This design comes from an exercise in tuning for small area, a short achievable clock period and few clock cycles on the open sky130 flow, not from production work. Function was checked by simulation only, so behaviour that the tests miss may differ from the original. Power and IR drop assume default switching activity.

==> v39 <==
==> flow/design.v <==
`timescale 1ns / 1ps
package itt_pkg;
	localparam int SLOTS    = 8;
	localparam int IDX_W    = (SLOTS > 1) ? $clog2(SLOTS) : 1;
	localparam int CNT_W    = $clog2(SLOTS + 1);
	localparam int TICK_W   = 32;
	localparam int PERIOD_W = 32;
	localparam int TPM_W    = 16;
	localparam int NEED_W   = PERIOD_W + TPM_W;
	localparam int TIDX_W   = 3;
	localparam int DATA_W   = 32;
	localparam int PADDR_W  = 3;
	localparam logic [PADDR_W-3:0] REG_TICKS_PER_MS = '0;
	localparam logic [TPM_W-1:0]   TPM_RESET        = 16'd1;
	localparam logic CMD_CREATE = 1'b0;
	localparam logic CMD_UPDATE = 1'b1;
endpackage
`timescale 1ns / 1ps
module itt_ram #(
	parameter int WIDTH = 32,
	parameter int DEPTH = 8
) (
	input  logic                                    clk,
	input  logic                                    we,
	input  logic [((DEPTH > 1) ? $clog2(DEPTH) : 1)-1:0] waddr,
	input  logic [WIDTH-1:0]                        wdata,
	input  logic [((DEPTH > 1) ? $clog2(DEPTH) : 1)-1:0] raddr,
	output logic [WIDTH-1:0]                        rdata
);
	logic [WIDTH-1:0] mem [DEPTH];
	always_ff @(posedge clk) begin
		if (we) begin
			mem[waddr] <= wdata;
		end
		rdata <= mem[raddr];
	end
endmodule
`timescale 1ns / 1ps
import itt_pkg::*;
module interval_task_timer_table (
	input  logic               clk,
	input  logic               arst_n,
	input  logic               item_valid,
	output logic               item_ready,
	input  logic               item_cmd,
	input  logic [TICK_W-1:0]  item_now_ticks,
	input  logic [PERIOD_W-1:0] item_period_ms,
	input  logic               item_periodic,
	output logic               result_valid,
	input  logic               result_ready,
	output logic [TIDX_W-1:0]  result_task_index,
	output logic               result_accepted,
	output logic               result_fired,
	output logic               result_last,
	input  logic               psel,
	input  logic               penable,
	input  logic               pwrite,
	input  logic [PADDR_W-1:0] paddr,
	input  logic [DATA_W-1:0]  pwdata,
	output logic [DATA_W-1:0]  prdata,
	output logic               pready
);
	localparam int MK  = 4;                   
	localparam int MCH = PERIOD_W / MK;       
	localparam int MCW = $clog2(MCH);
	logic [TPM_W-1:0] tpm_q;
	logic             cfg_wr;
	assign pready = 1'b1;
	assign cfg_wr = psel && penable && pwrite && paddr[PADDR_W-1:2] == REG_TICKS_PER_MS;
	assign prdata = (paddr[PADDR_W-1:2] == REG_TICKS_PER_MS) ?
		{{(DATA_W-TPM_W){1'b0}}, tpm_q} : '0;
	logic [TICK_W-1:0]   start_q    [SLOTS];
	logic [PERIOD_W-1:0] period_q   [SLOTS];
	logic [TICK_W:0]     need_q     [SLOTS];
	logic [SLOTS-1:0]    periodic_q;
	logic [SLOTS-1:0]    active_q;
	logic [CNT_W-1:0]    count_q;
	logic                a_v;
	logic                a_cmd;
	logic [TICK_W-1:0]   a_now;
	logic [PERIOD_W-1:0] a_per;
	logic                a_periodic;
	logic                g_v;
	logic [SLOTS-1:0]    g_mask;
	logic [IDX_W-1:0]    g_idx;
	logic                g_acc;
	logic [1:0]          q_cnt;
	logic [5:0]          q0, q1;
	logic [CNT_W-1:0]    m_issue;     
	logic [CNT_W-1:0]    m_done;      
	logic [TICK_W-1:0]   m_acc;
	logic                m_sat;
	logic [SLOTS-1:0]    fire;
	logic                create_ok;
	logic                g_emit;
	logic                g_fin;
	logic                exec;
	logic                need_ok;
	assign create_ok = count_q < CNT_W'(SLOTS);
	assign need_ok   = m_done == count_q;
	always_comb begin
		for (int i = 0; i < SLOTS; i++) begin
			logic [TICK_W-1:0] cs_s, cs_c;
			logic [TICK_W+1:0] sum;
			logic              wrap;
			cs_s = a_now ^ ~start_q[i] ^ ~need_q[i][TICK_W-1:0];
			cs_c = (a_now & ~start_q[i]) | (a_now & ~need_q[i][TICK_W-1:0]) |
				(~start_q[i] & ~need_q[i][TICK_W-1:0]);
			sum  = {2'b0, cs_s} + {1'b0, cs_c, 1'b1} + 34'd1;
			wrap = a_now < start_q[i];
			fire[i] = active_q[i] && !need_q[i][TICK_W] &&
				(sum[TICK_W+1] || (wrap && sum[TICK_W]));
		end
	end
	assign g_emit = g_v && q_cnt != 2'd2;
	assign g_fin  = g_emit && (g_mask & (g_mask - 1'b1)) == '0;
	assign exec   = a_v && (!g_v || g_fin) && (a_cmd == CMD_CREATE || need_ok);
	assign item_ready = !a_v || exec;
	logic [SLOTS-1:0] g_low;
	logic [IDX_W-1:0] g_low_idx;
	logic [5:0]       g_beat;
	assign g_low = g_mask & (~g_mask + 1'b1);
	always_comb begin
		g_low_idx = '0;
		for (int i = 0; i < SLOTS; i++) begin
			if (g_low[i]) g_low_idx |= IDX_W'(i);
		end
		if (g_mask != '0)
			g_beat = {TIDX_W'(g_low_idx), 1'b0, 1'b1, g_fin};
		else
			g_beat = {TIDX_W'(g_idx), g_acc, 1'b0, 1'b1};
	end
	logic [PERIOD_W-1:0]  m_ld;
	logic [MCW-1:0]       m_top;
	logic                 l_v;         
	logic                 l_first;
	logic [PERIOD_W-1:0]  l_per;
	logic [MCW-1:0]       l_ch;
	logic [MK-1:0]        l_chunk;
	logic                 l_go;        
	logic                 p_v;
	logic                 p_first;
	logic                 p_last;
	logic [TPM_W+MK-1:0]  p_pp;
	logic [TICK_W+MK:0]   m_sum;
	logic                 m_nsat;
	logic [MCW-1:0]       l_chn;
	assign m_ld = period_q[m_issue[IDX_W-1:0]];
	always_comb begin
		m_top = '0;
		for (int c = 0; c < MCH; c++) begin
			if (m_ld[c*MK +: MK] != '0) m_top = MCW'(c);
		end
	end
	assign l_chn  = l_ch - 1'b1;
	assign l_go   = m_issue != count_q && (!l_v || l_ch == '0);
	assign m_sum  = (p_first ? '0 : {1'b0, m_acc, {MK{1'b0}}}) +
		{{(TICK_W+1-TPM_W){1'b0}}, p_pp};
	assign m_nsat = (!p_first && m_sat) || m_sum[TICK_W+MK:TICK_W] != '0;
	always_ff @(posedge clk) begin
		if (l_go) begin
			l_per   <= m_ld;
			l_ch    <= m_top;
			l_chunk <= m_ld[m_top*MK +: MK];
		end else if (l_v) begin
			l_ch    <= l_chn;
			l_chunk <= l_per[l_chn*MK +: MK];
		end
		if (l_v) begin
			p_pp    <= tpm_q * l_chunk;
			p_first <= l_first;
			p_last  <= l_ch == '0;
		end
		if (p_v) begin
			m_acc <= m_sum[TICK_W-1:0];
			m_sat <= m_nsat;
		end
	end
	always_ff @(posedge clk or negedge arst_n) begin
		if (!arst_n) begin
			tpm_q   <= TPM_RESET;
			m_issue <= '0;
			m_done  <= '0;
			l_v     <= 1'b0;
			l_first <= 1'b0;
			p_v     <= 1'b0;
		end else if (cfg_wr) begin
			tpm_q   <= pwdata[TPM_W-1:0];
			m_issue <= '0;
			m_done  <= '0;
			l_v     <= 1'b0;
			p_v     <= 1'b0;
		end else begin
			p_v <= l_v;
			if (l_go) begin
				l_v     <= 1'b1;
				l_first <= 1'b1;
				m_issue <= m_issue + 1'b1;
			end else begin
				l_first <= 1'b0;
				if (l_v && l_ch == '0) l_v <= 1'b0;
			end
			if (p_v && p_last) begin
				m_done <= m_done + 1'b1;
			end
		end
	end
	always_ff @(posedge clk) begin
		if (p_v && p_last && !cfg_wr) begin
			need_q[m_done[IDX_W-1:0]] <= {m_nsat, m_sum[TICK_W-1:0]};
		end
	end
	always_ff @(posedge clk) begin
		for (int i = 0; i < SLOTS; i++) begin
			if (exec && ((a_cmd == CMD_CREATE && count_q == CNT_W'(i)) ||
			             (a_cmd != CMD_CREATE && fire[i] && periodic_q[i]))) begin
				start_q[i] <= a_now;
			end
			if (exec && a_cmd == CMD_CREATE && count_q == CNT_W'(i)) begin
				period_q[i]   <= a_per;
				periodic_q[i] <= a_periodic;
			end
		end
	end
	always_ff @(posedge clk or negedge arst_n) begin
		if (!arst_n) begin
			count_q  <= '0;
			active_q <= '0;
		end else if (exec) begin
			if (a_cmd == CMD_CREATE) begin
				if (create_ok) begin
					active_q[count_q[IDX_W-1:0]] <= 1'b1;
					count_q <= count_q + 1'b1;
				end
			end else begin
				active_q <= active_q & ~(fire & ~periodic_q);
			end
		end
	end
	always_ff @(posedge clk) begin
		if (item_valid && item_ready) begin
			a_cmd      <= item_cmd;
			a_now      <= item_now_ticks;
			a_per      <= item_period_ms;
			a_periodic <= item_periodic;
		end
	end
	always_ff @(posedge clk or negedge arst_n) begin
		if (!arst_n) begin
			a_v <= 1'b0;
		end else if (item_ready) begin
			a_v <= item_valid;
		end
	end
	always_ff @(posedge clk or negedge arst_n) begin
		if (!arst_n) begin
			g_v    <= 1'b0;
			g_mask <= '0;
			g_idx  <= '0;
			g_acc  <= 1'b0;
		end else begin
			if (exec) begin
				g_v <= 1'b1;
				if (a_cmd == CMD_CREATE) begin
					g_mask <= '0;
					g_idx  <= create_ok ? count_q[IDX_W-1:0] : '0;
					g_acc  <= create_ok;
				end else begin
					g_mask <= fire;
					g_idx  <= '0;
					g_acc  <= 1'b0;
				end
			end else if (g_emit) begin
				g_mask <= g_mask & ~g_low;
				if (g_fin) g_v <= 1'b0;
			end
		end
	end
	logic q_pop;
	assign q_pop = q_cnt != 2'd0 && result_ready;
	always_ff @(posedge clk or negedge arst_n) begin
		if (!arst_n) begin
			q_cnt <= 2'd0;
		end else begin
			q_cnt <= q_cnt - {1'b0, q_pop} + {1'b0, g_emit};
		end
	end
	always_ff @(posedge clk) begin
		if (q_cnt == 2'd0 || (q_cnt == 2'd1 && q_pop)) begin
			if (g_emit) q0 <= g_beat;
		end else if (q_pop) begin
			q0 <= q1;
		end
		if (g_emit && (q_cnt - {1'b0, q_pop}) == 2'd1) begin
			q1 <= g_beat;
		end
	end
	assign result_valid      = q_cnt != 2'd0;
	assign result_task_index = q0[5:3];
	assign result_accepted   = q0[2];
	assign result_fired      = q0[1];
	assign result_last       = q0[0];
endmodule
==> flow/run.sh <==
#!/bin/bash
# synth_recipe.tcl (not shown) runs the flow's synth.tcl, then flattens the netlist and writes it again
# the make line also repeats each setting of config.mk as NAME=value (left out here)
make -C /OpenROAD-flow-scripts/flow DESIGN_CONFIG=/design/flow/config.mk WORK_HOME=/design/flow/orfs CLKGATE_MAP_FILE= SYNTH_SCRIPT=/design/flow/synth_recipe.tcl finish
==> flow/config.mk <==
export PLATFORM = sky130hd
export DESIGN_NAME = interval_task_timer_table
export DESIGN_NICKNAME = interval_task_timer_table
export VERILOG_FILES = /design/flow/design.v
export SDC_FILE = /design/flow/constraint.sdc
export NUM_CORES = 4
export LEC_CHECK = 0
export CAP_MARGIN = 20
export CORE_MARGIN = 2
export CORE_UTILIZATION = 40
export SETUP_SLACK_MARGIN = 5.0
export SLEW_MARGIN = 20
==> flow/constraint.sdc <==
create_clock -name core_clock -period 8.0 [get_ports {clk}]
set_input_delay 1.6000 -clock core_clock [delete_from_list [all_inputs] [get_ports {clk}]]
set_output_delay 1.6000 -clock core_clock [all_outputs]
set_load 0.01 [all_outputs]
==> v34 (differences from v39) <==
--- a/flow/design.v
+++ b/flow/design.v
@@ -87,6 +87,7 @@
 	logic [1:0]          q_cnt;
 	logic [5:0]          q0, q1;
-	logic [CNT_W-1:0]    m_issue;     
 	logic [CNT_W-1:0]    m_done;      
+	logic                m_busy;      
+	logic [MCW-1:0]      m_ch;        
 	logic [TICK_W-1:0]   m_acc;
 	logic                m_sat;
@@ -101,14 +102,7 @@
 	always_comb begin
 		for (int i = 0; i < SLOTS; i++) begin
-			logic [TICK_W-1:0] cs_s, cs_c;
-			logic [TICK_W+1:0] sum;
-			logic              wrap;
-			cs_s = a_now ^ ~start_q[i] ^ ~need_q[i][TICK_W-1:0];
-			cs_c = (a_now & ~start_q[i]) | (a_now & ~need_q[i][TICK_W-1:0]) |
-				(~start_q[i] & ~need_q[i][TICK_W-1:0]);
-			sum  = {2'b0, cs_s} + {1'b0, cs_c, 1'b1} + 34'd1;
-			wrap = a_now < start_q[i];
-			fire[i] = active_q[i] && !need_q[i][TICK_W] &&
-				(sum[TICK_W+1] || (wrap && sum[TICK_W]));
+			logic [TICK_W-1:0] el;
+			el = a_now - start_q[i];
+			fire[i] = active_q[i] && ({1'b0, el} >= need_q[i]);
 		end
 	end
@@ -131,81 +125,54 @@
 			g_beat = {TIDX_W'(g_idx), g_acc, 1'b0, 1'b1};
 	end
-	logic [PERIOD_W-1:0]  m_ld;
-	logic [MCW-1:0]       m_top;
-	logic                 l_v;         
-	logic                 l_first;
-	logic [PERIOD_W-1:0]  l_per;
-	logic [MCW-1:0]       l_ch;
-	logic [MK-1:0]        l_chunk;
-	logic                 l_go;        
-	logic                 p_v;
-	logic                 p_first;
-	logic                 p_last;
-	logic [TPM_W+MK-1:0]  p_pp;
+	logic [PERIOD_W-1:0]  m_per;
+	logic [MK-1:0]        m_chunk;
+	logic [TPM_W+MK-1:0]  m_pp;
 	logic [TICK_W+MK:0]   m_sum;
+	logic [MCW-1:0]       m_top;      
 	logic                 m_nsat;
-	logic [MCW-1:0]       l_chn;
-	assign m_ld = period_q[m_issue[IDX_W-1:0]];
+	assign m_per   = period_q[m_done[IDX_W-1:0]];
 	always_comb begin
 		m_top = '0;
 		for (int c = 0; c < MCH; c++) begin
-			if (m_ld[c*MK +: MK] != '0) m_top = MCW'(c);
-		end
-	end
-	assign l_chn  = l_ch - 1'b1;
-	assign l_go   = m_issue != count_q && (!l_v || l_ch == '0);
-	assign m_sum  = (p_first ? '0 : {1'b0, m_acc, {MK{1'b0}}}) +
-		{{(TICK_W+1-TPM_W){1'b0}}, p_pp};
-	assign m_nsat = (!p_first && m_sat) || m_sum[TICK_W+MK:TICK_W] != '0;
-	always_ff @(posedge clk) begin
-		if (l_go) begin
-			l_per   <= m_ld;
-			l_ch    <= m_top;
-			l_chunk <= m_ld[m_top*MK +: MK];
-		end else if (l_v) begin
-			l_ch    <= l_chn;
-			l_chunk <= l_per[l_chn*MK +: MK];
-		end
-		if (l_v) begin
-			p_pp    <= tpm_q * l_chunk;
-			p_first <= l_first;
-			p_last  <= l_ch == '0;
-		end
-		if (p_v) begin
-			m_acc <= m_sum[TICK_W-1:0];
-			m_sat <= m_nsat;
-		end
-	end
-	always_ff @(posedge clk or negedge arst_n) begin
-		if (!arst_n) begin
-			tpm_q   <= TPM_RESET;
-			m_issue <= '0;
-			m_done  <= '0;
-			l_v     <= 1'b0;
-			l_first <= 1'b0;
-			p_v     <= 1'b0;
-		end else if (cfg_wr) begin
-			tpm_q   <= pwdata[TPM_W-1:0];
-			m_issue <= '0;
-			m_done  <= '0;
-			l_v     <= 1'b0;
-			p_v     <= 1'b0;
+			if (m_per[c*MK +: MK] != '0) m_top = MCW'(c);
+		end
+	end
+	assign m_chunk = m_per[m_ch*MK +: MK];
+	assign m_pp    = tpm_q * m_chunk;
+	assign m_sum   = {1'b0, m_acc, {MK{1'b0}}} + {{(TICK_W+1-TPM_W){1'b0}}, m_pp};
+	assign m_nsat  = m_sat || m_sum[TICK_W+MK:TICK_W] != '0;
+	always_ff @(posedge clk or negedge arst_n) begin
+		if (!arst_n) begin
+			tpm_q    <= TPM_RESET;
+			m_done   <= '0;
+			m_busy   <= 1'b0;
+			m_ch     <= '0;
+			m_acc    <= '0;
+			m_sat    <= 1'b0;
 		end else begin
-			p_v <= l_v;
-			if (l_go) begin
-				l_v     <= 1'b1;
-				l_first <= 1'b1;
-				m_issue <= m_issue + 1'b1;
+			if (cfg_wr) begin
+				tpm_q  <= pwdata[TPM_W-1:0];
+				m_done <= '0;
+				m_busy <= 1'b0;
+			end else if (!m_busy) begin
+				if (m_done != count_q) begin
+					m_busy <= 1'b1;
+					m_ch   <= m_top;
+					m_acc  <= '0;
+					m_sat  <= 1'b0;
+				end
 			end else begin
-				l_first <= 1'b0;
-				if (l_v && l_ch == '0) l_v <= 1'b0;
-			end
-			if (p_v && p_last) begin
-				m_done <= m_done + 1'b1;
-			end
-		end
-	end
-	always_ff @(posedge clk) begin
-		if (p_v && p_last && !cfg_wr) begin
+				m_acc <= m_sum[TICK_W-1:0];
+				m_sat <= m_nsat;
+				m_ch  <= m_ch - 1'b1;
+				if (m_ch == '0) begin
+					m_busy <= 1'b0;
+					m_done <= m_done + 1'b1;
+				end
+			end
+		end
+	end
+	always_ff @(posedge clk) begin
+		if (m_busy && m_ch == '0 && !cfg_wr) begin
 			need_q[m_done[IDX_W-1:0]] <= {m_nsat, m_sum[TICK_W-1:0]};
 		end
- SETUP_SLACK_MARGIN: 5.0 -> default
==> v24 (differences from v39) <==
- SETUP_SLACK_MARGIN: 5.0 -> 4.0
==> qor summary <==
metric	v39	v24	v34
Result of the run	no timing/DRC/antenna violations	no timing/DRC/antenna violations	no timing/DRC/antenna violations
Metal1 wirelength	62.99 mm	57.53 mm	55.88 mm
Maximum fanout count along the critical path	6	6	30
Part of the total power dissipated in combinational logic	0.481	0.422	0.537
Aggregate global-route resource usage	0.2123	0.1884	0.1805
Async SR Flop Fraction	0.05440	0.05440	0.08976
Compound-Gate Fraction of Synth Area	0.09104	0.09104	0.1335
Initial standard-cell utilization of the core	0.4038	0.4038	0.4040
Count of vias placed by the detailed router	34999	33658	35327
Worst endpoint required time	6.40 ns	6.40 ns	8.44 ns
Min cycle time layout	4.360 ns	4.304 ns	7.513 ns
Critical Path AT	2.76 ns	2.70 ns	7.95 ns
Slew Limit Headroom	0.3692	0.2497	0.2635
Cells on Worst Hold Path	0	0	2
Flop pwr share	0.318	0.349	0.295
Share of the core filled with cells	0.5212	0.4861	0.4603
Testbench counts of v39, summed over its fixed seeds: cycles 5,434.
Testbench counts of v34, summed over its fixed seeds: cycles 5,482.
Testbench counts of v24, summed over its fixed seeds: cycles 5,434.

==> re-timing with driven ports <==
The flow's constraints put no driver on any port. The routed layouts listed below were extracted and timed again, unchanged, in two steps.
Step 1, drivers: a clkbuf_16 drives clk and a buf_2 each remaining input, both assumed.
Step 2, shift: input delay + t, output delay - t, t = (earliest + latest rising clock arrival at the registers) / 2. This alone moves slack from input paths to output paths.
a / b / c = no drivers / after step 1 / after step 2; a / b = the first two.
| run | shift t [ns] | setup slack, ns | hold slack, ns | cell pins on the clock port's net |
|---|---|---|---|---|
| v39 | 0.821 | 3.640 / 3.572 / 3.851 | 0.453 / 0.453 / 0.453 | 1 |
| v34 | 0.787 | 0.487 / 0.487 / 0.487 | 0.485 / 0.485 / 0.485 | 1 |
| v24 | 0.795 | 3.696 / 3.621 / 3.369 | 0.470 / 0.470 / 0.470 | 1 |
After both steps setup and hold are still met in every run listed. The setup slack of v24, which loses most, moves by -0.075 ns with the drivers and by -0.327 ns with both steps.
